Background: an optimization exercise with open tools, aiming at a short achievable clock period and few clock cycles. Do not read the settings as production practice. In this exercise RTL edits were held to simulation tests only and were not proved equivalent to the original. No activity file was given, so power comes from the tool's default toggle rates.

==> flow/design.v <==
package viper_pkg;
   localparam int addr_w  = 20;   
   localparam int data_w  = 32;   
   localparam int pc_step = 8;    
   localparam int tail_w  = 19;   
   typedef enum logic [1:0] {
      reg0, reg1, reg2, reg3
   } reg_sel_e;
   typedef enum logic [1:0] {
      immediate, direct, index_reg1, index_reg2
   } addr_mode_e;
   typedef enum logic [2:0] {
      dest_reg0, dest_reg1, dest_reg2, dest_reg3,
      cond_set, cond_clear, dest_none, store
   } dest_e;
   typedef enum logic [3:0] {
      neg, push, load_a, load_b, add_a, add_b, sub_a, sub_b,
      add_c, sub_c, add_d, sub_d, reserved
   } alu_func_e;
   typedef enum logic [3:0] {
      lt, ge, eq, ne, le, gt, rsv6, rsv7,
      lt_or, ge_or, eq_or, ne_or, le_or, gt_or, rsv14, rsv15
   } cmp_func_e;
   typedef struct packed {
      logic                top;          
      reg_sel_e            src;
      addr_mode_e          mode;
      dest_e               dest;
      logic                is_compare;
      logic [3:0]          func;         
      logic [tail_w-1:0]   tail;
   } instr_t;
   typedef struct packed {
      logic              cyc;
      logic              stb;
      logic              we;
      logic [addr_w-1:0] adr;
      logic [data_w-1:0] dat;
   } wb_req_t;
   typedef struct packed {
      logic              ack;
      logic [data_w-1:0] dat;
   } wb_rsp_t;
   typedef struct packed {
      logic              go;    
      logic              we;
      logic [addr_w-1:0] adr;
      logic [data_w-1:0] dat;
   } bus_cmd_t;
   typedef enum logic [1:0] {
      fetch, operand, execute, store_wait
   } seq_state_e;
endpackage
`timescale 1ns/1ps
module ks_add #(parameter int W = 32) (
   input  logic [W-1:0] a,
   input  logic [W-1:0] b,
   input  logic         cin,
   output logic [W-1:0] s,
   output logic         cout
);
   logic [W:0] g, p, gn, pn;
   always_comb
   begin
      g = {a & b, cin};
      p = {a ^ b, 1'b0};
      for (int d = 1; d <= W; d = d * 2)
      begin
         gn = g;
         pn = p;
         for (int i = d; i <= W; i++)
         begin
            gn[i] = g[i] | (p[i] & g[i-d]);
            pn[i] = p[i] & p[i-d];
         end
         g = gn;
         p = pn;
      end
      s    = (a ^ b) ^ g[W-1:0];
      cout = g[W];
   end
endmodule
module split_add (
   input  logic [19:0] a,
   input  logic [19:0] b,
   input  logic        cin,
   output logic [9:0]  lo,
   output logic        c,
   output logic [9:0]  hi0,
   output logic [9:0]  hi1
);
   logic h0c, h1c;
   ks_add #(.W(10)) add_lo  (.a(a[9:0]),   .b(b[9:0]),   .cin(cin),  .s(lo),  .cout(c));
   ks_add #(.W(10)) add_hi0 (.a(a[19:10]), .b(b[19:10]), .cin(1'b0), .s(hi0), .cout(h0c));
   ks_add #(.W(10)) add_hi1 (.a(a[19:10]), .b(b[19:10]), .cin(1'b1), .s(hi1), .cout(h1c));
endmodule
module viper (
   input  logic        clock,
   input  logic        reset,
   output logic        wb_cyc_o,
   output logic        wb_stb_o,
   output logic        wb_we_o,
   output logic [19:0] wb_adr_o,
   output logic [31:0] wb_dat_o,
   input  logic        wb_ack_i,
   input  logic [31:0] wb_dat_i
);
   localparam logic [1:0] ph_fetch   = 2'd0;
   localparam logic [1:0] ph_operand = 2'd1;
   localparam logic [1:0] ph_store   = 2'd2;
   logic        rst_q;
   logic [31:0] r0, r1, r2, r3;
   logic        flag;
   logic        stb_q;
   logic [1:0]  phase;
   logic [19:0] adr_q;
   logic        we_q;
   logic [31:0] dat_q;
   logic [19:0] pc8lo;
   logic        ex_v;
   logic        ex_cmp;       
   logic        ex_or;        
   logic [2:0]  ex_cf;        
   logic        ex_push;
   logic [3:0]  ex_wen;
   logic [31:0] xa, xb;       
   logic        xc;
   logic [31:0] xs, xo;       
   logic [31:0] res_q;
   logic [3:0]  wq;           
   logic        wq_push;      
   logic        cmp_p;        
   logic        c_or;
   logic [2:0]  c_cf;
   logic        lt_q, eq_q;
   logic        o_jump;       
   logic        o_inv;        
   logic        o_slow;       
   logic [19:0] o_base;       
   logic        calc1;        
   logic        calc2;        
   logic        cj;           
   logic        cm;           
   logic [19:0] cb, co;       
   logic        cc;
   logic        ack;
   assign ack = wb_ack_i & stb_q;
   logic [31:0] rv0, rv1, rv2, rv3;
   logic        flag_v;
   logic        cmp_base;
   assign rv0 = wq[0] ? res_q : r0;
   assign rv1 = wq[1] ? res_q : r1;
   assign rv2 = wq_push ? r3 : (wq[2] ? res_q : r2);
   assign rv3 = wq[3] ? res_q : r3;
   always_comb
   begin
      case (c_cf)
         3'd0:    cmp_base = lt_q;
         3'd1:    cmp_base = !lt_q;
         3'd2:    cmp_base = eq_q;
         3'd3:    cmp_base = !eq_q;
         3'd4:    cmp_base = lt_q || eq_q;
         default: cmp_base = !lt_q && !eq_q;
      endcase
   end
   assign flag_v = cmp_p ? (cmp_base | (c_or & flag)) : flag;
   logic [31:0] d;
   logic        d_cmp;
   logic [2:0]  d_dest;
   logic [3:0]  d_func;
   logic [1:0]  d_mode;
   logic [1:0]  d_src;
   logic [19:0] tail;
   logic        d_store;
   logic        d_rsv;
   logic        d_needop;
   logic        d_alu;        
   logic        d_neg, d_push, d_add, d_sub;
   logic        d_addsub, d_inv;
   logic        d_jump;       
   logic [31:0] pc8;
   logic [31:0] srcv;
   logic [3:0]  d_wen;
   assign d        = wb_dat_i;
   assign d_cmp    = d[23];
   assign d_dest   = d[26:24];
   assign d_func   = d[22:19];
   assign d_mode   = d[28:27];
   assign d_src    = d[30:29];
   assign tail     = {1'b0, d[18:0]};
   assign d_store  = !d_cmp && (d_dest == 3'd7);
   assign d_rsv    = d_cmp ? (d_func[2:1] == 2'b11) : (d_func[3:2] == 2'b11);
   assign d_needop = (d_mode != 2'd0) && !d_store && !d_rsv;
   assign d_alu    = !d_cmp && !d_rsv && !d_store;
   assign d_neg    = (d_func == 4'd0);
   assign d_push   = (d_func == 4'd1);
   assign d_add    = (d_func == 4'd4) || (d_func == 4'd5) || (d_func == 4'd8) || (d_func == 4'd10);
   assign d_sub    = (d_func == 4'd6) || (d_func == 4'd7) || (d_func == 4'd9) || (d_func == 4'd11);
   assign d_addsub = d_add || d_sub;
   assign d_inv    = d_neg || d_sub;
   assign d_jump   = d_alu && (d_push || (d_dest == 3'd3) || (d_dest == 3'd4 && flag_v)
                               || (d_dest == 3'd5 && !flag_v));
   always_comb
   begin
      d_wen = 4'b0000;
      if (d_alu && !d_push)
      begin
         case (d_dest)
            3'd0:    d_wen = 4'b0001;
            3'd1:    d_wen = 4'b0010;
            3'd2:    d_wen = 4'b0100;
            3'd3:    d_wen = 4'b1000;
            3'd4:    d_wen = {flag_v, 3'b000};
            3'd5:    d_wen = {!flag_v, 3'b000};
            default: d_wen = 4'b0000;
         endcase
      end
   end
   logic [11:0] pc8hi;
   logic [11:0] r3hi_inc;
   assign r3hi_inc = rv3[31:20] + 12'd1;
   assign pc8hi    = (pc8lo[19:3] == 17'd0) ? r3hi_inc : rv3[31:20];
   assign pc8      = {pc8hi, pc8lo};
   always_comb
   begin
      case (d_src)
         2'd0:    srcv = rv0;
         2'd1:    srcv = rv1;
         2'd2:    srcv = rv2;
         default: srcv = pc8;
      endcase
   end
   logic        d_mem;        
   logic        f_slow;       
   logic [19:0] nxt_fetch;
   logic [19:0] nxt_oper;
   assign d_mem     = d_store || d_needop;
   assign f_slow    = d_mem ? d_mode[1] : (d_jump && (d_addsub || d_neg));
   assign nxt_fetch = (d_mem || d_jump) ? tail : pc8lo;
   assign nxt_oper  = o_jump ? d[19:0] : rv3[19:0];    
   logic [9:0]  i1_lo, i1_hi0, i1_hi1, i2_lo, i2_hi0, i2_hi1;
   logic        i1_c, i2_c;
   logic [9:0]  k1_lo, k1_hi0, k1_hi1, k2_lo, k2_hi0, k2_hi1;
   logic        k1_c, k2_c;
   split_add idx1_add (.a(rv1[19:0]), .b(tail), .cin(1'b0), .lo(i1_lo), .c(i1_c), .hi0(i1_hi0), .hi1(i1_hi1));
   split_add idx2_add (.a(rv2[19:0]), .b(tail), .cin(1'b0), .lo(i2_lo), .c(i2_c), .hi0(i2_hi0), .hi1(i2_hi1));
   logic [9:0]  j_lo, j_hi0, j_hi1;
   logic        j_c;
   logic [9:0]  jq_lo, jq_hi0, jq_hi1;
   logic        jq_c;
   split_add jump_add (.a(cb), .b(co ^ {20{cc}}), .cin(cc), .lo(j_lo), .c(j_c), .hi0(j_hi0), .hi1(j_hi1));
   logic [19:0] calc_adr;
   always_comb
   begin
      if (cj)
         calc_adr = {jq_c ? jq_hi1 : jq_hi0, jq_lo};
      else if (cm)
         calc_adr = {k2_c ? k2_hi1 : k2_hi0, k2_lo};
      else
         calc_adr = {k1_c ? k1_hi1 : k1_hi0, k1_lo};
   end
   logic [31:0] res;
   logic        res_co;
   logic [31:0] dif;
   logic        dif_co;
   ks_add #(.W(32)) alu_add (.a(xa), .b(xb), .cin(xc), .s(res), .cout(res_co));
   ks_add #(.W(32)) cmp_sub (.a(xs), .b(~xo), .cin(1'b1), .s(dif), .cout(dif_co));
   always_ff @(posedge clock or posedge reset)
   begin
      if (reset)
         stb_q <= 1'b0;
      else if (rst_q)
         stb_q <= 1'b0;
      else if (ack)
         stb_q <= (phase == ph_fetch) ? !f_slow : (phase == ph_operand) ? !o_slow : 1'b1;
      else
         stb_q <= !calc1;
   end
   always_ff @(posedge clock)
   begin
      rst_q  <= reset;
      pc8lo  <= adr_q + 20'd8;
      res_q  <= res;
      lt_q   <= xs[31] ^ !xo[31] ^ dif_co;
      eq_q   <= (xs == xo);
      c_or   <= ex_or;
      c_cf   <= ex_cf;
      k1_lo  <= i1_lo;
      k1_c   <= i1_c;
      k1_hi0 <= i1_hi0;
      k1_hi1 <= i1_hi1;
      k2_lo  <= i2_lo;
      k2_c   <= i2_c;
      k2_hi0 <= i2_hi0;
      k2_hi1 <= i2_hi1;
      jq_lo  <= j_lo;
      jq_c   <= j_c;
      jq_hi0 <= j_hi0;
      jq_hi1 <= j_hi1;
   end
   always_ff @(posedge clock)
   begin
      if (rst_q)
      begin
         r0      <= 32'd0;
         r1      <= 32'd0;
         r2      <= 32'd0;
         r3      <= 32'd0;
         flag    <= 1'b0;
         phase   <= ph_fetch;
         adr_q   <= 20'd0;
         we_q    <= 1'b0;
         ex_v    <= 1'b0;
         wq      <= 4'b0000;
         wq_push <= 1'b0;
         cmp_p   <= 1'b0;
         calc1   <= 1'b0;
         calc2   <= 1'b0;
      end
      else
      begin
         r0   <= rv0;
         r1   <= rv1;
         r2   <= rv2;
         r3   <= rv3;
         flag <= flag_v;
         wq      <= ex_v ? (ex_wen | {ex_push, 3'b000}) : 4'b0000;
         wq_push <= ex_v && ex_push;
         cmp_p   <= ex_v && ex_cmp;
         ex_v    <= 1'b0;
         calc1 <= 1'b0;
         calc2 <= calc1;
         if (calc2)
            adr_q <= calc_adr;
         if (ack)
         begin
            case (phase)
               ph_fetch:
               begin
                  r3    <= pc8;
                  adr_q <= nxt_fetch;
                  we_q  <= d_store;
                  ex_v  <= !d_mem;
                  calc1 <= !d_mem && f_slow;
                  calc2 <= d_mem && f_slow;
                  if (d_store)
                     phase <= ph_store;
                  else if (d_needop)
                     phase <= ph_operand;
                  else
                     phase <= ph_fetch;
               end
               ph_operand:
               begin
                  adr_q <= nxt_oper;
                  we_q  <= 1'b0;
                  ex_v  <= 1'b1;
                  calc1 <= o_slow;
                  phase <= ph_fetch;
               end
               default:
               begin
                  adr_q <= rv3[19:0];
                  we_q  <= 1'b0;
                  phase <= ph_fetch;
               end
            endcase
         end
      end
   end
   always_ff @(posedge clock)
   begin
      if (ack)
      begin
         if (phase == ph_fetch)
         begin
            dat_q   <= srcv;
            ex_cmp  <= d_cmp && !d_rsv;
            ex_or   <= d_func[3];
            ex_cf   <= d_func[2:0];
            ex_push <= d_alu && d_push;
            ex_wen  <= d_wen;
            xs      <= srcv;
            xa      <= d_addsub ? srcv : 32'd0;
            xb      <= d_inv ? ~{12'd0, tail} : {12'd0, tail};
            xc      <= d_inv;
            xo      <= {12'd0, tail};
            o_jump  <= d_jump;
            o_inv   <= d_inv;
            o_base  <= d_addsub ? srcv[19:0] : 20'd0;
            o_slow  <= d_jump && (d_addsub || d_neg);
            cj      <= !d_mem;
            cm      <= d_mode[0];
            cb      <= d_addsub ? srcv[19:0] : 20'd0;
            co      <= tail;
            cc      <= d_inv;
         end
         else if (phase == ph_operand)
         begin
            xb <= o_inv ? ~d : d;
            xo <= d;
            cj <= 1'b1;
            cb <= o_base;
            co <= d[19:0];
            cc <= o_inv;
         end
      end
   end
   assign wb_cyc_o = stb_q;
   assign wb_stb_o = stb_q;
   assign wb_we_o  = we_q;
   assign wb_adr_o = adr_q;
   assign wb_dat_o = dat_q;
endmodule
==> flow/run.sh <==
#!/bin/bash
# synth_recipe.tcl (not shown) runs the flow's synth.tcl, then flattens the netlist and writes it again
# the make line also repeats each setting of config.mk as NAME=value (left out here)
make -C /OpenROAD-flow-scripts/flow DESIGN_CONFIG=/design/flow/config.mk WORK_HOME=/design/flow/orfs CLKGATE_MAP_FILE= SYNTH_SCRIPT=/design/flow/synth_recipe.tcl finish
==> flow/config.mk <==
export PLATFORM = sky130hd
export DESIGN_NAME = viper
export DESIGN_NICKNAME = viper
export VERILOG_FILES = /design/flow/design.v
export SDC_FILE = /design/flow/constraint.sdc
export NUM_CORES = 4
export LEC_CHECK = 0
export CAP_MARGIN = 20
export CORE_MARGIN = 2
export CORE_UTILIZATION = 40
export SETUP_SLACK_MARGIN = 4.0
export SLEW_MARGIN = 20
export SYNTH_HIERARCHICAL = 1
==> flow/constraint.sdc <==
create_clock -name core_clock -period 6.0 [get_ports {clock}]
set_input_delay 1.2000 -clock core_clock [delete_from_list [all_inputs] [get_ports {clock}]]
set_output_delay 1.2000 -clock core_clock [all_outputs]
set_load 0.01 [all_outputs]
==> results of run 1 <==
[placed cells by master (no fill, tap or decap), types with 19 or more instances in the layout]
cell	n
a211oi_1	27
a211oi_2	19
a21oi_1	81
a21oi_2	61
a21oi_4	32
a31oi_4	19
and2_1	27
and2_4	42
buf_12	39
buf_2	32
buf_4	246
buf_6	144
clkbuf_16	62
conb_1	21
dfxtp_1	275
dfxtp_4	29
edfxtp_1	184
ha_1	69
ha_4	74
inv_1	70
mux2_2	43
mux2_4	20
mux2i_1	118
mux4_2	20
nand2_1	177
nand2_2	33
nand3_1	39
nor2_1	168
nor2b_1	65
nor3_1	20
o211ai_1	22
o21ai_0	42
o21ai_2	26
o21ai_4	19
xnor2_1	96
xnor2_2	32
xor2_1	88
[repair_timing]
item                       in CTS  in global routing
setup endpoints to repair     551                405
cloned                         15                  6
pin swaps                     222                199
buffers inserted              261                116
gates resized for setup       850                285
[final cells by class]
cell class              instances  area (um2)  share of cell area (%)
multi-input cells            1915       18200                    47.1
flip-flops and latches        497       11900                    30.8
repair buffers                509        5300                    13.7
clock buffers                  75        1550                    3.99
well taps                     864        1080                    2.79
inverters                      81         374                   0.967
clock inverters                27         229                   0.592
repair inverters                3        33.8                  0.0873
[worst max-delay path, stage by stage, from the launching register on]
cell and delay [ps]:
dfxtp_4 360, nor4_4 340, nand4_1 320, buf_6 250
or4_4 600, nor2_4 130, xnor2_2 80, o211a_1 260
[stage by stage]
step	power, mW	util [%]
after floorplan	5.73	-
after global placement	6.40	45.1
after detailed placement	6.44	45.1
after CTS	10.5	54.8
after global routing	11.2	58.7
final	10.9	58.7
[path summary, 6_finish.rpt]
check                      slack, ps                    to                from
setup / recovery                3400  xa[30]$_SDFFCE_PN0P_    pc8lo[6]$_DFF_P_
hold / removal                   340       c_cf[0]$_DFF_P_  ex_cf[0]$_DFFE_PP_
setup reg to reg                3400  xa[30]$_SDFFCE_PN0P_    pc8lo[6]$_DFF_P_
hold reg to reg                  340       c_cf[0]$_DFF_P_  ex_cf[0]$_DFFE_PP_
max in group asynchronous       5150       stb_q$_DFF_PP0_               reset
min in group asynchronous        750       stb_q$_DFF_PP0_               reset
[routing by layer]
| layer | vias to the layer above | track usage [%] | wire (um) |
|---|---|---|---|
| li1 | 10300 | - | - |
| met1 | 11300 | 36.1 | 41000 |
| met2 | 1028 | 42.1 | 44200 |
| met3 | 206 | 5.06 | 8490 |
| met4 | 4 | 10.3 | 3920 |
| met5 | - | 0 | 27 |
[power by group]
| part | switching [mW] | internal, mW | total, mW |
|---|---|---|---|
| registers | 0.387 | 3.96 | 4.35 |
| clock network | 1.44 | 1.97 | 3.40 |
| logic | 1.63 | 1.48 | 3.11 |
[sequential cells by signal (all words and copies together), names as in the netlist, 32 cells and up]
name and cells:
r2 32, xo 32, xb 32, r0 32
r1 32, res_q 32, xs 32, r3 32
xa 32
==> summary.md, run 1 <==
| Metric | Value |
|---|---|
| Time the worst path needs with I/O delays and setup | `~2600 ps` |
| Instance count along the most critical hold path | `0` |
| Endpoint required time on the critical path | `6350 ps` |
| Port Buffer Count | `89` |
| Wire length reported by the detailed router | `97600 um` |
| Relative slew slack | `44.8%` |
| Pin slew with the least headroom to its limit | `roughly 830 ps` |
| Tot GR Track Use | `between 20% and 30%` |
| Via count of the first global-routing pass | `22200` |
| Layout-stage area growth over the synthesis result | `44.6%` |
| Status | `finished clean` |
| Worst Setup Slack post-DPL | `around 1800 ps` |
| Highest net fanout along the worst path | `5` |
| Worst clock skew | `approximately 15 ps` |
| Final weighted congestion in routability-driven placement | `~0.95` |
| Buffers from clock root to sink, at most | `3` |
| Number of filler instances in the final layout | `approximately 5200` |
| Max IR drop VDD | `around 0.23 mV` |
| Detailed Route Iter0 Violations | `2096` |
| Clock transition at the registers of the reported paths | `60 ps` |
| Number of CTS-inserted buffers | `55` |
| FP Rows | `94` |
| Global-route wire length before repair | `roughly 140000 um` |
| Remaining global-route overflow | `0` |
| Via count | `22800` |
| Number of top-level pins | `90` |
| Max-cap violation count | `0` |
| Root buffer cell | `clkbuf_16` |
| Per-cell routed wire length | `about 25 um` |
| Count of final hold-check violations | `0` |
| Number of vias per cell | `roughly 5.7` |
| Minimum setup slack in the final design | `around 3400 ps` |
| Type of the worst min-delay path | `flip-flop to flip-flop` |
| Total count of max-transition violations in the final report | `0` |
| Kind of start point of the critical path | `flip-flop` |
| Die Span X | `263 um` |
| Placed standard-cell area | `29700 um2` |
| Number of warning messages in the yosys log | `9` |
| Type of element capturing the critical path | `flip-flop` |
| CTS tree | `yes` |
| Clock Sink Count | `about 500` |
| Mean area per synthesized cell | `between 10 and 15 um2` |
| Final worst path period share | `a little over two fifths` |
| Post-Layout Cell Count | `between 3000 and 4000` |
| Overall die area | `approximately 69000 um2` |
| Syn Inst Count | `around 2600` |
| Number of remaining DRC errors | `0` |
| Layout Nets | `around 3300` |
| Final setup vio count | `0` |
| Placeable core region | `between 60000 and 70000 um2` |
| Initial core utilization | `between 40% and 50%` |
| Clock H-tree levels | `2` |
| Total power density per cell area | `~280 nW/um2` |
| Cell count after placement | `between 3000 and 4000` |
| Cell area after layout | `38700 um2` |
| Leakage power | `15.2 nW` |
| Inserted Diodes | `0` |
| Fraction of layout instances using a drive strength above 1 | `about two fifths` |
| Post-route ant nets | `0` |
| Hold slack | `336 ps` |
| Maximum frequency from static timing analysis | `between 300 and 400 MHz` |
| Final sum of negative setup slack | `0 ps` |
| Hold bufs inserted after CTS | `0` |
| Setup repair after global routing missed its margin | `true` |
| Logic depth of the worst register-to-register path | `7` |
| Kind of critical path | `flip-flop to flip-flop` |
| Maximum number of pins on one net before global-route repair | `68` |
| Endpoint arrival time on the critical path | `just under 3000 ps` |
| Summed instance area of the synthesized netlist | `about 27000 um2` |
| Clock latency reported for the late side of the worst-skew pair | `a little over 600 ps` |
| Die boundary height | `263 um` |
| Antenna violations before repair | `2` |
| DRT Pass-1 Iters | `8` |
| Half-perimeter wire length after placement | `between 50000 and 60000 um` |
Testbench counts, summed over its fixed seeds: cycles 95,128.
==> run 2, diff against run 1 <==
--- a/flow/config.mk
+++ b/flow/config.mk
@@ -10,4 +10,3 @@
 export CORE_UTILIZATION = 40
 export SETUP_SLACK_MARGIN = 4.0
 export SLEW_MARGIN = 20
-export SYNTH_HIERARCHICAL = 1
==> run 2 against run 1 <==
Effect of this change: sequential power down 5.7%; clock skew grew 22 ps; worst setup slack got worse by 150 ps; first-iteration DRC count down 20%; fmax shrank 5.5%; synthesized cell count fell by 7.0%; combinational power shrank 35%; critical path depth rose by 7; sequential share of layout area is 3.2 points higher; core utilization fell by 1.8 points; via count decreased by 10%; die area fell by 6.9%; highest routed layer is now met4.
==> summary.md, run 2 <==
| Metric | Value |
|---|---|
| Clock H-tree levels | `2 (unchanged)` |
| Max IR drop VDD | `0.202 mV (-12%)` |
| DRT Pass-1 Iters | `7 (-1)` |
| Count of cell types in the netlist | `79` |
| Remaining global-route overflow | `0 (unchanged)` |
| Final weighted congestion in routability-driven placement | `0.922 (-2.7%)` |
| Number of warning messages in the yosys log | `3 (-6)` |
| Total of flip-flops plus latches after synthesis | `just under 500` |
| Endpoint required time on the critical path | `6510 ps (+160 ps)` |
| Max-cap violation count | `0 (unchanged)` |
| Detailed Route Iter0 Violations | `1667 (-20%)` |
| Commonest non-fill, non-tap cell in the layout | `dfxtp_1` |
| Status | `finished clean` |
| Fraction of layout instances using a drive strength above 1 | `39.1% (-2.6 points)` |
| Half-perimeter wire length after placement | `52200 um (-12%)` |
| Total count of max-transition violations in the final report | `0 (unchanged)` |
| Post-layout utilization of the core | `56.9% (-1.8 points)` |
| Wire length reported by the detailed router | `86400 um (-12%)` |
| Layout-stage area growth over the synthesis result | `40.8%` |
| Global-route wire length before repair | `125000 um (-11%)` |
| Worst clock skew | `36.4 ps (+21.7 ps)` |
| Number of CTS-inserted buffers | `52 (-5.5%)` |
| Endpoint arrival time on the critical path | `3260 ps (+310 ps)` |
| Leading post-synthesis cells by cell area | `dfxtp_1 (25%), edfxtp_1 (22%), ha_1 (6.4%)` |
| Clock latency reported for the late side of the worst-skew pair | `630 ps (+20 ps)` |
| Maximum number of pins on one net before global-route repair | `85 (+25%)` |
| FP Rows | `91 (-3.2%)` |
| Hold slack | `345 ps (+9.35 ps)` |
| Via count of the first global-routing pass | `19900 (-10%)` |
| Buffers from clock root to sink, at most | `3 (unchanged)` |
| Mean area per synthesized cell | `10.3 um2 (about the same)` |
| Highest net fanout along the worst path | `4 (-1)` |
| Top cell type's share of synthesized area | `25.1%` |
| Summed instance area of the synthesized netlist | `24900 um2 (-7.0%)` |
| Post-synthesis cell type with the largest combined area | `dfxtp_1` |
| Final sum of negative setup slack | `0 ps (unchanged)` |
| Number of enable-type register cells in the synthesized netlist | `~180` |
| Overall die area | `64200 um2 (-6.9%)` |
| Most used standard cell by instance count after synthesis | `dfxtp_1` |
| Number of vias per cell | `5.55 (-3.5%)` |
| Type of the worst min-delay path | `flip-flop to flip-flop` |
| Via count | `20400 (-10%)` |
| Count of final hold-check violations | `0 (unchanged)` |
| Placeable core region | `61600 um2 (-6.6%)` |
| Kind of start point of the critical path | `flip-flop` |
| Root buffer cell | `clkbuf_16` |
| Per-cell routed wire length | `23.4 um (-4.7%)` |
| Initial core utilization | `40.4% (-0.16 points)` |
| Clock transition at the registers of the reported paths | `60 ps (about the same)` |
| Setup repair after global routing missed its margin | `true` |
| Pin slew with the least headroom to its limit | `1000 ps (+173 ps)` |
| Type of element capturing the critical path | `flip-flop` |
| Inserted Diodes | `0 (unchanged)` |
| Die boundary height | `253 um (-3.5%)` |
| Die Span X | `253 um (-3.5%)` |
| Number of remaining DRC errors | `0 (unchanged)` |
| Total power density per cell area | `272 nW/um2 (-2.9%)` |
| Syn Inst Count | `2415 (-7.0%)` |
| Final setup vio count | `0 (unchanged)` |
| Time the worst path needs with I/O delays and setup | `2750 ps (+153 ps)` |
| Layout Nets | `2974 (-8.9%)` |
| Maximum frequency from static timing analysis | `363 MHz (-5.5%)` |
| Post-route ant nets | `0 (unchanged)` |
| Tot GR Track Use | `26.0% (-0.63 points)` |
| Kind of critical path | `flip-flop to flip-flop` |
| Minimum setup slack among reg-to-reg paths | `3250 ps (-150 ps)` |
| Number of top-level pins | `90 (unchanged)` |
| Relative slew slack | `33.3% (-12 points)` |
| Synth Flop Type | `dfxtp_1` |
| Leakage power | `14.2 nW (-6.3%)` |
| Post-synthesis sequential area ratio | `between 40 and 50%` |
| Clock Sink Count | `497 (unchanged)` |
| Commonest cells after routing, fill and taps aside | `dfxtp_1 (279), buf_4 (216), edfxtp_1 (184)` |
| Port Buffer Count | `89 (unchanged)` |
| CTS tree | `yes` |
| Final worst path period share | `45.9% (+2.5 points)` |
| Async set-reset flop share out of synthesis | `less than 1%` |
| Antenna violations before repair | `1 (-1)` |
| Synth top cells by count | `dfxtp_1 (312), nand2_1 (201), edfxtp_1 (184)` |
run 2: metal layers:
metal | part of all wire, % | up-vias | global-route usage [%]
met5 | 0 | - | 0
li1 | - | 9305 | -
met3 | 7.1 | 220 | 3.83
met1 | 40 | 10100 | 33.1
met2 | 47 | 838 | 42.7
met4 | 5.8 | 0 | 13.8
run 2: cells by family after synthesis:
logic type      Yosys count  synth area share [%]
compound gates          501                  12.5
fa+ha+maj               134                  6.92
flops                   497                  47.4
buf+inv                 235                  3.97
xor+xnor                192                  6.76
mux                     203                  9.46
simple gates            653                  13.0
run 2: metrics by stage:
step                      power, mW  setup slack (ps)  cell area [um2]  std cells
after global routing           9.85              3200            35000       3684
after CTS                      9.31              3260            33200       3596
after global placement         5.47              1630            27200       3242
after detailed placement       5.50              1630            27200       3243
final                          9.54              3250            35000       3684
after floorplan                5.00              1200            26000       2415
run 2: timing repair:
action,4_1_cts,5_1_grt
gates cloned,20,2
endpoints found under the setup margin,562,392
hold buffers,0,0
resized for setup,830,242
setup buffers,237,86
pin swaps,203,182
run 2: final timing paths:
kind | from | to | cells after the start
min reg2reg | ex_cf[2]$_DFFE_PP_ | c_cf[2]$_DFF_P_ | 0
min | ex_cf[2]$_DFFE_PP_ | c_cf[2]$_DFF_P_ | 0
max reg2reg | wq[2]$_SDFF_PP0_ | k2_lo[9]$_DFF_P_ | 14
max in group asynchronous | reset | stb_q$_DFF_PP0_ | 2
min in group asynchronous | reset | stb_q$_DFF_PP0_ | 2
max | wq[2]$_SDFF_PP0_ | k2_lo[9]$_DFF_P_ | 14
run 2: final cells by class:
type / count / area, um2
clock buffer: 63 / 1450
timing repair inverter: 3 / 36.3
sequential: 497 / 11900
inverter: 111 / 480
tap: 837 / 1050
clock inverter: 33 / 357
fill: 4921 / 26600
multi-input combinational: 1688 / 15100
timing repair buffer: 452 / 4660
run 2: critical path, stage by stage, from the launching register on:
cell and delay (ps):
dfxtp_4 350, buf_4 130, buf_6 110, buf_12 140, buf_16 150, mux2i_1 170
o21ai_2 120, ha_4 320, inv_2 30, o21ai_2 150, a21oi_2 90, o21bai_2 250
a21oi_2 120, nor4b_2 180, or3_1 340
run 2: where the power goes:
part | internal (mW) | switching [mW] | total (mW)
combinational | 0.945 | 1.06 | 2.01
sequential | 3.83 | 0.274 | 4.10
clock | 2.02 | 1.41 | 3.43
total | 6.79 | 2.75 | 9.54
==> run 3, diff against run 2 <==
--- a/flow/design.v
+++ b/flow/design.v
@@ -117,6 +117,7 @@
    logic        we_q;
    logic [31:0] dat_q;
    logic [19:0] pc8lo;
+   logic        pc8wrap;      
    logic        ex_v;
    logic        ex_cmp;       
    logic        ex_or;        
@@ -143,8 +144,9 @@
    logic        cm;           
    logic [19:0] cb, co;       
    logic        cc;
+   logic        stb_i;        
    logic        ack;
-   assign ack = wb_ack_i & stb_q;
+   assign ack = wb_ack_i & stb_i;
    logic [31:0] rv0, rv1, rv2, rv3;
    logic        flag_v;
    logic        cmp_base;
@@ -217,10 +219,11 @@
       end
    end
    logic [11:0] pc8hi;
-   logic [11:0] r3hi_inc;
-   assign r3hi_inc = rv3[31:20] + 12'd1;
-   assign pc8hi    = (pc8lo[19:3] == 17'd0) ? r3hi_inc : rv3[31:20];
-   assign pc8      = {pc8hi, pc8lo};
+   logic [11:0] r3hi_inc, reshi_inc;
+   assign r3hi_inc  = r3[31:20] + 12'd1;
+   assign reshi_inc = res_q[31:20] + 12'd1;
+   assign pc8hi     = !pc8wrap ? rv3[31:20] : (wq[3] ? reshi_inc : r3hi_inc);
+   assign pc8       = {pc8hi, pc8lo};
    always_comb
    begin
       case (d_src)
@@ -278,8 +281,18 @@
    end
    always_ff @(posedge clock)
    begin
+      if (rst_q)
+         stb_i <= 1'b0;
+      else if (ack)
+         stb_i <= (phase == ph_fetch) ? !f_slow : (phase == ph_operand) ? !o_slow : 1'b1;
+      else
+         stb_i <= !calc1;
+   end
+   always_ff @(posedge clock)
+   begin
       rst_q  <= reset;
       pc8lo  <= adr_q + 20'd8;
+      pc8wrap <= &adr_q[19:3];
       res_q  <= res;
       lt_q   <= xs[31] ^ !xo[31] ^ dif_co;
       eq_q   <= (xs == xo);
@@ -374,7 +387,8 @@
       begin
          if (phase == ph_fetch)
          begin
-            dat_q   <= srcv;
+            if (d_store)
+               dat_q <= srcv;
             ex_cmp  <= d_cmp && !d_rsv;
             ex_or   <= d_func[3];
             ex_cf   <= d_func[2:0];
--- a/flow/config.mk
+++ b/flow/config.mk
@@ -10,3 +10,4 @@
 export CORE_UTILIZATION = 40
 export SETUP_SLACK_MARGIN = 4.0
 export SLEW_MARGIN = 20
+export SYNTH_HIERARCHICAL = 1
==> run 3 against run 2 <==
Effect of this change: still clean on timing, DRC and antenna; final area is 11% higher; synthesized cell count is 6.3% higher; fmax is 10% higher; clock skew is 0.96 ps higher; wire length is 8.9% higher; hold slack better by 4.6 ps; non-clock buffer count is 5 lower; final cell count is 6.1% higher; combinational power is 39% higher; critical path depth is 6 lower; clock-buffer cell count is 24 higher; critical path type unchanged; critical endpoint is now res_q[29]$_DFF_P_; largest cell class unchanged.
==> summary.md, run 3 <==
| Metric | Value |
|---|---|
| Global-route met1 utilization | `33.2% (+0.047 points)` |
| Clock power share | `33.7% (-2.2 points)` |
| Setup repair after global routing missed its margin | `true` |
| Clock H-tree levels | `2 (unchanged)` |
| Minimum setup slack in the final design | `3500 ps (+252 ps)` |
| Layout Nets | `3179 (+6.9%)` |
| Half-perimeter wire length after placement | `56500 um (+8.1%)` |
| Number of remaining DRC errors | `0 (unchanged)` |
| DRT Pass-1 Iters | `5 (-2)` |
| Final sum of negative setup slack | `0 ps (unchanged)` |
| Time the worst path needs with I/O delays and setup | `2500 ps (-252 ps)` |
| Number of CTS-inserted buffers | `59 (+13%)` |
| Relative slew slack | `49.0% (+16 points)` |
| Via count of the first global-routing pass | `21700 (+8.8%)` |
| Register share of total power | `41.1% (-1.9 points)` |
| Worst path slowest cell | `edfxtp_1` |
| Commonest cells after routing, fill and taps aside | `dfxtp_1 (281), edfxtp_1 (216), nand2_1 (178)` |
| Endpoint required time on the critical path | `6560 ps (+50 ps)` |
| Wire length reported by the detailed router | `94000 um (+8.9%)` |
| Post-route ant nets | `0 (unchanged)` |
| FP Rows | `96 (+5.5%)` |
| GRT busiest layer | `met2` |
| Number of top-level pins | `90 (unchanged)` |
| Fraction of layout instances using a drive strength above 1 | `40.2% (+1.1 points)` |
| Initial core utilization | `40.2% (-0.18 points)` |
| Syn Inst Count | `2568 (+6.3%)` |
| Cell-by-cell trace of the critical path | `fa_2 > a211oi_4 > o211ai_1 > nand3_2 > nand3_4 > a311o_1 > a21oi_2 > xnor2_1` |
| Final setup vio count | `0 (unchanged)` |
| Per-cell routed wire length | `24.1 um (+2.7%)` |
| Internal power component | `7.72 mW (+14%)` |
| Layout-stage area growth over the synthesis result | `42.0%` |
| Leakage power | `15.2 nW (+6.8%)` |
| Endpoint arrival time on the critical path | `3060 ps (-200 ps)` |
| Total power density per cell area | `285 nW/um2 (+4.8%)` |
| Remaining global-route overflow | `0 (unchanged)` |
| Number of vias per cell | `5.65 (+1.9%)` |
| Max IR drop VDD | `0.187 mV (-7.7%)` |
| Clock latency reported for the late side of the worst-skew pair | `650 ps (+20 ps)` |
| Detailed Route Iter0 Violations | `1845 (+11%)` |
| Mean area per synthesized cell | `10.7 um2 (+3.7%)` |
| Die Span X | `266 um (+4.9%)` |
| Buffers from clock root to sink, at most | `3 (unchanged)` |
| Clock transition at the registers of the reported paths | `60 ps (about the same)` |
| Root buffer cell | `clkbuf_16` |
| Die boundary height | `266 um (+4.9%)` |
| Summed instance area of the synthesized netlist | `27400 um2 (+10%)` |
| Kind of start point of the critical path | `flip-flop` |
| Number of warning messages in the yosys log | `9 (+6)` |
| Global-route wire length before repair | `135000 um (+8.5%)` |
| Kind of critical path | `flip-flop to flip-flop` |
| Placeable core region | `68200 um2 (+11%)` |
| Worst clock skew | `37.4 ps (+0.959 ps)` |
| Port Buffer Count | `89 (unchanged)` |
| Maximum number of pins on one net before global-route repair | `65 (-24%)` |
| Combinational Power Share | `25.2% (+4.2 points)` |
| Type of the worst min-delay path | `flip-flop to flip-flop` |
| Grt met2 use | `42.8% (+0.11 points)` |
| Tot GR Track Use | `25.4% (-0.64 points)` |
| Post-layout utilization of the core | `57.1% (+0.25 points)` |
| Status | `finished clean` |
| Total count of max-transition violations in the final report | `0 (unchanged)` |
| Clock Sink Count | `531 (+6.8%)` |
| Pin slew with the least headroom to its limit | `763 ps (-238 ps)` |
| CTS tree | `yes` |
| Switching fraction of total power | `30.6% (+1.8 points)` |
| Final weighted congestion in routability-driven placement | `0.897 (-2.7%)` |
| Antenna violations before repair | `3 (+2)` |
| Met3 usage in global routing | `3.47% (-0.37 points)` |
| Commonest non-fill, non-tap cell in the layout | `dfxtp_1` |
| Final worst path period share | `41.7% (-4.2 points)` |
| Type of element capturing the critical path | `flip-flop` |
| Highest net fanout along the worst path | `4 (unchanged)` |
| Switching pwr | `3.40 mW (+24%)` |
| Max-cap violation count | `0 (unchanged)` |
| Maximum frequency from static timing analysis | `400 MHz (+10%)` |
| Count of final hold-check violations | `0 (unchanged)` |
| Worst Setup Slack post-DPL | `1650 ps (+19.8 ps)` |
| Overall die area | `70700 um2 (+10%)` |
| Via count | `22100 (+8.0%)` |
| Maximum cell stage delay along the critical path | `500 ps (+150 ps)` |
run 3: critical path: cells and delay by family (launching register included):
kind | cells | cell delay (ps)
adders and majority gates | 1 | 420
AOI/OAI and AO/OA | 4 | 1010
and+or+nand+nor | 2 | 350
DFF | 1 | 500
xor gates and xnor gates | 1 | 130
run 3: layout make-up:
type | instances | area [um2]
antenna | 1 | 2.50
clock buffer | 87 | 1750
clock inverter | 24 | 245
fill | 5425 | 29300
inverter | 74 | 322
multi-input combinational | 1860 | 17800
sequential | 531 | 12900
tap | 882 | 1100
timing repair buffer | 447 | 4870
timing repair inverter | 1 | 8.76
run 3: path summary, 6_finish.rpt:
check / slack, ps / start / depth (start not counted) / to
max: 3500 / xc$_DFFE_PP_ / 8 / res_q[29]$_DFF_P_
min: 350 / ex_cf[1]$_DFFE_PP_ / 0 / c_cf[1]$_DFF_P_
max reg2reg: 3500 / xc$_DFFE_PP_ / 8 / res_q[29]$_DFF_P_
min reg2reg: 350 / ex_cf[1]$_DFFE_PP_ / 0 / c_cf[1]$_DFF_P_
max in group asynchronous: 5200 / reset / 2 / stb_q$_DFF_PP0_
min in group asynchronous: 710 / reset / 2 / stb_q$_DFF_PP0_
run 3: power by group through the flow:
stage / clock network [mW] / logic (mW) / registers [mW]
2_1_floorplan: 0 / 1.37 / 4.45
3_3_place_gp: 0 / 1.84 / 4.59
3_5_place_dp: 0 / 1.87 / 4.60
4_1_cts: 3.78 / 2.47 / 4.53
5_1_grt: 3.91 / 2.97 / 4.60
6_report: 3.74 / 2.80 / 4.57
run 3: per-layer routing:
| metal | part of all wire [%] | vias to the layer above |
|---|---|---|
| li1 | - | 10000 |
| met1 | 42 | 11100 |
| met2 | 48 | 803 |
| met3 | 6.0 | 199 |
| met4 | 4.0 | 4 |
| met5 | 0.024 | - |
run 3: timing repair:
action	CTS	global route
setup endpoints to repair	631	343
hold buffers	0	0
cloned	15	3
setup buffers	206	104
resized for setup	931	288
pin swaps	212	155
run 3: through the flow:
| stage | instance area, um2 | cells | power, mW | hold WS (ps) |
|---|---|---|---|---|
| finish | 39000 | 3907 | 11.1 | 350 |
| global route | 39000 | 3906 | 11.5 | 357 |
| CTS | 36600 | 3799 | 10.8 | 352 |
| detailed placement | 30100 | 3467 | 6.46 | 328 |
| global placement | 30000 | 3466 | 6.43 | 326 |
| floorplan | 28600 | 2581 | 5.82 | 323 |
Testbench counts of run 3, summed over its fixed seeds: cycles 95,128.
==> run 4, diff against run 3 <==
--- a/flow/config.mk
+++ b/flow/config.mk
@@ -7,7 +7,8 @@
 export LEC_CHECK = 0
 export CAP_MARGIN = 20
 export CORE_MARGIN = 2
-export CORE_UTILIZATION = 40
+export CORE_UTILIZATION = 55
+export PLACE_DENSITY = 0.7
 export SETUP_SLACK_MARGIN = 4.0
 export SLEW_MARGIN = 20
 export SYNTH_HIERARCHICAL = 1
==> run 4 against run 3 <==
Effect of this change: final area fell by 0.51%; global-route usage increased by 10 points; core utilization is 22 points higher; still clean; register-to-register slack worse by 170 ps; synthesized area unchanged; sequential share of layout area is 0.17 points higher; die area down 27%; fmax down 6.3%; non-clock buffer count is 41 higher; highest routed layer is now met4; clock skew fell by 15 ps; combinational power up 5%; clock power about the same; critical path type unchanged.
==> summary.md, run 4 <==
| Metric | Value |
|---|---|
| Status | `finished clean` |
| Pin slew with the least headroom to its limit | `1030 ps (+266 ps)` |
| Clock H-tree levels | `2 (unchanged)` |
| Max-cap violation count | `0 (unchanged)` |
| Buffers from clock root to sink, at most | `3 (unchanged)` |
| Total power density per cell area | `290 nW/um2 (+1.7%)` |
| Layout Nets | `3220 (+1.3%)` |
| Placeable core region | `49100 um2 (-28%)` |
| Cell count after placement | `3248 (-6.3%)` |
| FP Rows | `81 (-16%)` |
| Final sum of negative setup slack | `0 ps (unchanged)` |
| Global-route wire length before repair | `136000 um (+0.94%)` |
| Final setup vio count | `0 (unchanged)` |
| CTS tree | `yes` |
| Minimum setup slack in the final design | `3330 ps (-168 ps)` |
| Type of element capturing the critical path | `flip-flop` |
| Number of warning messages in the yosys log | `9 (unchanged)` |
| Kind of critical path | `flip-flop to flip-flop` |
| Number of top-level pins | `90 (unchanged)` |
| Type of the worst min-delay path | `flip-flop to flip-flop` |
| Leakage power | `15.3 nW (+0.53%)` |
| Setup repair after global routing missed its margin | `true` |
| Highest net fanout along the worst path | `4 (unchanged)` |
| Clock latency reported for the late side of the worst-skew pair | `630 ps (-20 ps)` |
| Mean area per synthesized cell | `10.7 um2 (unchanged)` |
| Fraction of layout instances using a drive strength above 1 | `40.2% (+0.057 points)` |
| Layout-stage area growth over the synthesis result | `41.3%` |
| Clock transition at the registers of the reported paths | `70 ps (about the same)` |
| Final weighted congestion in routability-driven placement | `0.931 (+3.8%)` |
| Overall power of the completed layout | `11.2 mW (+1.2%)` |
| Die Span X | `227 um (-14%)` |
| Detailed Route Iter0 Violations | `2880 (+56%)` |
| DRT Pass-1 Iters | `8 (+3)` |
| Endpoint arrival time on the critical path | `3160 ps (+100 ps)` |
| Post-Layout Cell Count | `3727 (-4.6%)` |
| Clock Sink Count | `531 (unchanged)` |
| Commonest non-fill, non-tap cell in the layout | `dfxtp_1` |
| Number of filler instances in the final layout | `2781 (-49%)` |
| Relative slew slack | `31.4% (-18 points)` |
| Max IR drop VDD | `0.246 mV (+32%)` |
| Number of CTS-inserted buffers | `57 (-3.4%)` |
| Wire length reported by the detailed router | `99700 um (+6.0%)` |
| Root buffer cell | `clkbuf_16` |
| Port Buffer Count | `89 (unchanged)` |
| Per-cell routed wire length | `26.7 um (+11%)` |
| Count of final hold-check violations | `0 (unchanged)` |
| Worst Setup Slack post-DPL | `1680 ps (+31.7 ps)` |
| Remaining global-route overflow | `0 (unchanged)` |
| Syn Inst Count | `2568 (unchanged)` |
| Multi-input logic area | `17600 um2 (-1.1%)` |
| Number of vias per cell | `6.26 (+11%)` |
| Hold bufs inserted after CTS | `0 (unchanged)` |
| Tot GR Track Use | `35.6% (+10 points)` |
| Time the worst path needs with I/O delays and setup | `2670 ps (+168 ps)` |
| Half-perimeter wire length after placement | `55200 um (-2.3%)` |
| Via count | `23300 (+5.7%)` |
| Kind of start point of the critical path | `flip-flop` |
| Via count of the first global-routing pass | `22300 (+2.9%)` |
| Maximum frequency from static timing analysis | `375 MHz (-6.3%)` |
| Endpoint required time on the critical path | `6490 ps (-70 ps)` |
| Commonest cells after routing, fill and taps aside | `dfxtp_1 (285), edfxtp_1 (216), buf_4 (200)` |
| Footprint of the flip-flops and latches | `12900 um2 (about the same)` |
| Antenna violations before repair | `2 (-1)` |
| Worst clock skew | `22.5 ps (-14.8 ps)` |
| Die boundary height | `227 um (-14%)` |
| Summed instance area of the synthesized netlist | `27400 um2 (unchanged)` |
| Number of remaining DRC errors | `0 (unchanged)` |
| Final worst path period share | `44.5% (+2.8 points)` |
| Overall die area | `51700 um2 (-27%)` |
| Maximum number of pins on one net before global-route repair | `87 (+34%)` |
| Initial core utilization | `55.9% (+16 points)` |
| Post-route ant nets | `0 (unchanged)` |
| Total count of max-transition violations in the final report | `0 (unchanged)` |
run 4: report_power, final:
part,switching (mW),internal [mW],leakage [nW],total [mW]
logic,1.57,1.35,9.62,2.93
clock network,1.53,2.20,0.968,3.73
registers,0.389,4.20,4.69,4.59
run 4: cell type report:
class / instances / share of cell area (%)
multi-input combinational: 1861 / 45.3
sequential: 531 / 33.3
timing repair buffer: 488 / 13.4
clock buffer: 71 / 4.05
tap: 664 / 2.14
clock inverter: 35 / 0.991
inverter: 74 / 0.823
timing repair inverter: 2 / 0.0452
antenna: 1 / 0.00645
run 4: critical path: stages (launching register included):
cell      delay [ps]
edfxtp_1         450
buf_4            180
fa_2             370
a211oi_2         280
o211ai_1         310
nand3_2          300
buf_6            140
nand3_4           90
a21oi_4          170
o21bai_1         110
xor2_1           150
run 4: layer usage:
| layer | share of wire, % | global-route usage (%) |
|---|---|---|
| met1 | 38 | 47.1 |
| met2 | 45 | 55.5 |
| met3 | 11 | 8.84 |
| met4 | 5.5 | 16.0 |
| met5 | 0 | 0 |
run 4: through the flow:
stage | utilization [%] | cell area, um2 | hold slack, ps
5_1_grt | 79.0 | 38800 | 387
6_report | 79.0 | 38800 | 381
3_5_place_dp | 60.6 | 29700 | 353
4_1_cts | 73.8 | 36200 | 367
2_1_floorplan | - | 28600 | 323
3_3_place_gp | 60.6 | 29700 | 354
run 4: worst paths after layout:
| check | to | slack, ps | startpoint | cells after the start |
|---|---|---|---|---|
| worst min-delay path | c_cf[0]$_DFF_P_ | 380 | ex_cf[0]$_DFFE_PP_ | 0 |
| worst min register to register | c_cf[0]$_DFF_P_ | 380 | ex_cf[0]$_DFFE_PP_ | 0 |
| max in group asynchronous | stb_q$_DFF_PP0_ | 5000 | reset | 2 |
| worst max-delay path | res_q[23]$_DFF_P_ | 3330 | xb[0]$_DFFE_PP_ | 10 |
| min in group asynchronous | stb_q$_DFF_PP0_ | 840 | reset | 2 |
| worst max register to register | res_q[23]$_DFF_P_ | 3330 | xb[0]$_DFFE_PP_ | 10 |
run 4: repair_timing:
item / CTS / global route
resized for setup: 878 / 295
gates cloned: 13 / 3
pin swaps: 215 / 207
setup buffers: 224 / 132
setup endpoints to repair: 643 / 471
==> run 5, diff against run 4 <==
--- a/flow/design.v
+++ b/flow/design.v
@@ -141,7 +141,6 @@
    logic        calc1;        
    logic        calc2;        
    logic        cj;           
-   logic        cm;           
    logic [19:0] cb, co;       
    logic        cc;
    logic        stb_i;        
@@ -219,8 +218,7 @@
       end
    end
    logic [11:0] pc8hi;
-   logic [11:0] r3hi_inc, reshi_inc;
-   assign r3hi_inc  = r3[31:20] + 12'd1;
+   logic [11:0] r3hi_inc, reshi_inc;     
    assign reshi_inc = res_q[31:20] + 12'd1;
    assign pc8hi     = !pc8wrap ? rv3[31:20] : (wq[3] ? reshi_inc : r3hi_inc);
    assign pc8       = {pc8hi, pc8lo};
@@ -242,11 +240,16 @@
    assign nxt_fetch = (d_mem || d_jump) ? tail : pc8lo;
    assign nxt_oper  = o_jump ? d[19:0] : rv3[19:0];    
    logic [9:0]  i1_lo, i1_hi0, i1_hi1, i2_lo, i2_hi0, i2_hi1;
-   logic        i1_c, i2_c;
+   logic [9:0]  i3_lo, i3_hi0, i3_hi1, ir_lo, ir_hi0, ir_hi1;
+   logic        i1_c, i2_c, i3_c, ir_c;
    logic [9:0]  k1_lo, k1_hi0, k1_hi1, k2_lo, k2_hi0, k2_hi1;
-   logic        k1_c, k2_c;
-   split_add idx1_add (.a(rv1[19:0]), .b(tail), .cin(1'b0), .lo(i1_lo), .c(i1_c), .hi0(i1_hi0), .hi1(i1_hi1));
-   split_add idx2_add (.a(rv2[19:0]), .b(tail), .cin(1'b0), .lo(i2_lo), .c(i2_c), .hi0(i2_hi0), .hi1(i2_hi1));
+   logic [9:0]  k3_lo, k3_hi0, k3_hi1, kr_lo, kr_hi0, kr_hi1;
+   logic        k1_c, k2_c, k3_c, kr_c;
+   logic [1:0]  ksel;         
+   split_add idx1_add (.a(r1[19:0]),    .b(tail), .cin(1'b0), .lo(i1_lo), .c(i1_c), .hi0(i1_hi0), .hi1(i1_hi1));
+   split_add idx2_add (.a(r2[19:0]),    .b(tail), .cin(1'b0), .lo(i2_lo), .c(i2_c), .hi0(i2_hi0), .hi1(i2_hi1));
+   split_add idx3_add (.a(r3[19:0]),    .b(tail), .cin(1'b0), .lo(i3_lo), .c(i3_c), .hi0(i3_hi0), .hi1(i3_hi1));
+   split_add idxr_add (.a(res_q[19:0]), .b(tail), .cin(1'b0), .lo(ir_lo), .c(ir_c), .hi0(ir_hi0), .hi1(ir_hi1));
    logic [9:0]  j_lo, j_hi0, j_hi1;
    logic        j_c;
    logic [9:0]  jq_lo, jq_hi0, jq_hi1;
@@ -257,10 +260,13 @@
    begin
       if (cj)
          calc_adr = {jq_c ? jq_hi1 : jq_hi0, jq_lo};
-      else if (cm)
-         calc_adr = {k2_c ? k2_hi1 : k2_hi0, k2_lo};
       else
-         calc_adr = {k1_c ? k1_hi1 : k1_hi0, k1_lo};
+         case (ksel)
+            2'd0:    calc_adr = {k1_c ? k1_hi1 : k1_hi0, k1_lo};
+            2'd1:    calc_adr = {k2_c ? k2_hi1 : k2_hi0, k2_lo};
+            2'd2:    calc_adr = {kr_c ? kr_hi1 : kr_hi0, kr_lo};
+            default: calc_adr = {k3_c ? k3_hi1 : k3_hi0, k3_lo};
+         endcase
    end
    logic [31:0] res;
    logic        res_co;
@@ -293,6 +299,7 @@
       rst_q  <= reset;
       pc8lo  <= adr_q + 20'd8;
       pc8wrap <= &adr_q[19:3];
+      r3hi_inc <= rv3[31:20] + 12'd1;
       res_q  <= res;
       lt_q   <= xs[31] ^ !xo[31] ^ dif_co;
       eq_q   <= (xs == xo);
@@ -306,6 +313,14 @@
       k2_c   <= i2_c;
       k2_hi0 <= i2_hi0;
       k2_hi1 <= i2_hi1;
+      k3_lo  <= i3_lo;
+      k3_c   <= i3_c;
+      k3_hi0 <= i3_hi0;
+      k3_hi1 <= i3_hi1;
+      kr_lo  <= ir_lo;
+      kr_c   <= ir_c;
+      kr_hi0 <= ir_hi0;
+      kr_hi1 <= ir_hi1;
       jq_lo  <= j_lo;
       jq_c   <= j_c;
       jq_hi0 <= j_hi0;
@@ -404,7 +419,10 @@
             o_base  <= d_addsub ? srcv[19:0] : 20'd0;
             o_slow  <= d_jump && (d_addsub || d_neg);
             cj      <= !d_mem;
-            cm      <= d_mode[0];
+            if (!d_mode[0])
+               ksel <= wq[1] ? 2'd2 : 2'd0;
+            else
+               ksel <= wq_push ? 2'd3 : wq[2] ? 2'd2 : 2'd1;
             cb      <= d_addsub ? srcv[19:0] : 20'd0;
             co      <= tail;
             cc      <= d_inv;
--- a/flow/config.mk
+++ b/flow/config.mk
@@ -7,8 +7,7 @@
 export LEC_CHECK = 0
 export CAP_MARGIN = 20
 export CORE_MARGIN = 2
-export CORE_UTILIZATION = 55
-export PLACE_DENSITY = 0.7
+export CORE_UTILIZATION = 40
 export SETUP_SLACK_MARGIN = 4.0
 export SLEW_MARGIN = 20
 export SYNTH_HIERARCHICAL = 1
==> run 5 against run 4 <==
Effect of this change: still clean; via count increased by 15%; non-clock buffer count increased by 60; core utilization decreased by 21 points; critical path type is now input pin to flip-flop; largest power group unchanged; highest routed layer unchanged.
==> summary.md, run 5 <==
| Metric | Value |
|---|---|
| Count of final hold-check violations | `0 (unchanged)` |
| Buffers from clock root to sink, at most | `3 (unchanged)` |
| Leakage power | `18.0 nW (+18%)` |
| Die Span X | `288 um (+27%)` |
| Tot GR Track Use | `26.6% (-9.0 points)` |
| Maximum number of pins on one net before global-route repair | `59 (-32%)` |
| Wire length reported by the detailed router | `117000 um (+18%)` |
| Final sum of negative setup slack | `0 ps (unchanged)` |
| Number of vias per cell | `5.70 (-8.9%)` |
| Clock Sink Count | `606 (+14%)` |
| Commonest cells after routing, fill and taps aside | `dfxtp_1 (348), buf_4 (231), edfxtp_1 (217)` |
| Layout-stage area growth over the synthesis result | `43.0%` |
| Overall die area | `83200 um2 (+61%)` |
| DRT Pass-1 Iters | `7 (-1)` |
| Die boundary height | `288 um (+27%)` |
| Cell-by-cell trace of the critical path | `buf_12 > inv_12 > ha_4 > and3b_1 > and2_4 > or4_4 > o211ai_4 > buf_12 > inv_12 > nor4_4 > a211oi_2` |
| Relative slew slack | `35.5% (+4.2 points)` |
| Type of element capturing the critical path | `flip-flop` |
| Worst clock skew | `34.4 ps (+11.9 ps)` |
| Mean area per synthesized cell | `10.5 um2 (-1.3%)` |
| Post-route ant nets | `0 (unchanged)` |
| Kind of start point of the critical path | `input pin` |
| Time the worst path needs with I/O delays and setup | `2620 ps (-50.1 ps)` |
| Via count of the first global-routing pass | `26200 (+18%)` |
| Initial core utilization | `40.3% (-16 points)` |
| Total count of max-transition violations in the final report | `0 (unchanged)` |
| Syn Inst Count | `3070 (+20%)` |
| Final worst path period share | `43.7% (-0.84 points)` |
| Max IR drop VDD | `0.188 mV (-24%)` |
| Final weighted congestion in routability-driven placement | `0.921 (-1.1%)` |
| Endpoint arrival time on the critical path | `3130 ps (-30 ps)` |
| Final setup vio count | `0 (unchanged)` |
| Summed instance area of the synthesized netlist | `32400 um2 (+18%)` |
| Number of CTS-inserted buffers | `70 (+23%)` |
| Placeable core region | `80300 um2 (+64%)` |
| Type of the worst min-delay path | `flip-flop to flip-flop` |
| Number of warning messages in the yosys log | `9 (unchanged)` |
| Commonest non-fill, non-tap cell in the layout | `dfxtp_1` |
| Fraction of layout instances using a drive strength above 1 | `39.8% (-0.42 points)` |
| Maximum cell stage delay along the critical path | `440 ps (about the same)` |
| Clock latency reported for the late side of the worst-skew pair | `630 ps (about the same)` |
| Number of remaining DRC errors | `0 (unchanged)` |
| Max-cap violation count | `0 (unchanged)` |
| Number of top-level pins | `90 (unchanged)` |
| Antenna violations before repair | `0 (-2)` |
| Worst path slowest cell | `or4_4` |
| Endpoint required time on the critical path | `6510 ps (+20 ps)` |
| Global-route wire length before repair | `166000 um (+21%)` |
| Setup repair after global routing missed its margin | `true` |
| Root buffer cell | `clkbuf_16` |
| Total power density per cell area | `286 nW/um2 (-1.5%)` |
| Inserted Diodes | `0 (-1)` |
| Half-perimeter wire length after placement | `71200 um (+29%)` |
| Post-layout utilization of the core | `57.6% (-21 points)` |
| Port Buffer Count | `89 (unchanged)` |
| Via count | `26800 (+15%)` |
| Highest net fanout along the worst path | `18 (+14)` |
| FP Rows | `104 (+28%)` |
| Maximum frequency from static timing analysis | `382 MHz (+1.9%)` |
| Clock H-tree levels | `3 (+1)` |
| Pin slew with the least headroom to its limit | `966 ps (-63.3 ps)` |
| Clock transition at the registers of the reported paths | `60 ps (about the same)` |
| CTS tree | `yes` |
| Detailed Route Iter0 Violations | `2161 (-25%)` |
| Per-cell routed wire length | `24.9 um (-6.7%)` |
| Kind of critical path | `input pin to flip-flop` |
| Layout Nets | `3852 (+20%)` |
| Status | `finished clean` |
| Number of filler instances in the final layout | `6406 (+130%)` |
| Remaining global-route overflow | `0 (unchanged)` |
-- run 5: timing repair --
| item | 4_1_cts | 5_1_grt |
|---|---|---|
| resized for setup | 968 | 314 |
| endpoints found under the setup margin | 684 | 372 |
| cloned | 28 | 12 |
| setup buffers | 274 | 121 |
| hold buffers | 0 | 0 |
| pin swaps | 208 | 180 |
-- run 5: cell type report --
class	instances	area (um2)	share of cell area [%]
multi-input cells	2252	21700	46.8
flip-flops and latches	606	14500	31.2
repair buffers	548	6090	13.1
clock buffers	107	2030	4.39
well taps	1060	1330	2.87
inverters	99	444	0.960
clock inverters	22	249	0.538
repair inverters	3	33.8	0.0730
-- run 5: worst paths after layout --
check | cells past startpoint | end | slack (ps) | startpoint
max in group asynchronous | 2 | stb_q$_DFF_PP0_ | 4970 | reset
worst max register to register | 8 | res_q[26]$_DFF_P_ | 3500 | xb[0]$_DFFE_PP_
min in group asynchronous | 2 | stb_q$_DFF_PP0_ | 910 | reset
worst min-delay path | 0 | c_cf[2]$_DFF_P_ | 350 | ex_cf[2]$_DFFE_PP_
worst min register to register | 0 | c_cf[2]$_DFF_P_ | 350 | ex_cf[2]$_DFFE_PP_
worst max-delay path | 11 | adr_q[2]$_SDFFE_PP0P_ | 3380 | wb_dat_i[21]
-- run 5: report_power, final --
group	switching [mW]	internal, mW	total [mW]
combinational	1.90	1.80	3.70
clock	1.82	2.49	4.31
sequential	0.422	4.80	5.22
total	4.14	9.09	13.2
-- run 5: routing by layer --
layer / vias up / routed length [um] / global-route usage, %
li1: 12200 / - / -
met1: 13300 / 47600 / 34.0
met2: 1050 / 55600 / 43.8
met5: - / 0 / 0
met3: 293 / 7790 / 4.34
met4: 0 / 6160 / 13.0
-- run 5: through the flow --
step           instance area, um2  std cells  total power [mW]  hold WS [ps]  worst slack, ps
2_1_floorplan               34800       3095              7.12           323             2830
3_3_place_gp                36300       4133              7.84           324             1740
3_5_place_dp                36300       4133              7.91           329             1670
4_1_cts                     43500       4564              12.9           343             3500
5_1_grt                     46300       4697              13.7           356             3370
6_report                    46300       4697              13.2           348             3380
-- run 5: critical path: cells and delay by family --
family	cells	cell delay, ps
fa+ha+maj	1	140
buf+inv	4	420
compound gates	2	320
simple gates	4	1030
Testbench counts of run 5, summed over its fixed seeds: cycles 95,128.

[port drivers added, routing unchanged]
How much do the figures lean on ideal ports? The routed layouts below were timed once more, with nothing changed but the port constraints.
Step 1, drivers: a clkbuf_16 drives clock and a buf_2 each remaining input, both assumed.
Step 2 also shifts input and output timing later by t, the mid clock arrival at the registers, as if the neighbouring blocks saw the same clock.
Three values: no drivers, after step 1, after step 2; two values: the first two.
| run | t, ns | setup WS [ns] | worst hold slack (ns) |
|---|---|---|---|
| run 1 | 0.663 | 3.399 / 3.399 / 2.864 | 0.336 / 0.336 / 0.336 |
| run 2 | 0.665 | 3.246 / 3.246 / 2.753 | 0.345 / 0.345 / 0.345 |
| run 3 | 0.692 | 3.499 / 3.486 / 2.937 | 0.350 / 0.350 / 0.350 |
| run 4 | 0.682 | 3.330 / 3.330 / 2.787 | 0.381 / 0.381 / 0.381 |
| run 5 | 0.684 | 3.380 / 3.385 / 2.700 | 0.348 / 0.348 / 0.348 |
After both steps setup and hold are still met in every run listed. The setup slack of run 5, which loses most, moves by +0.005 ns with the drivers and by -0.680 ns with both steps.
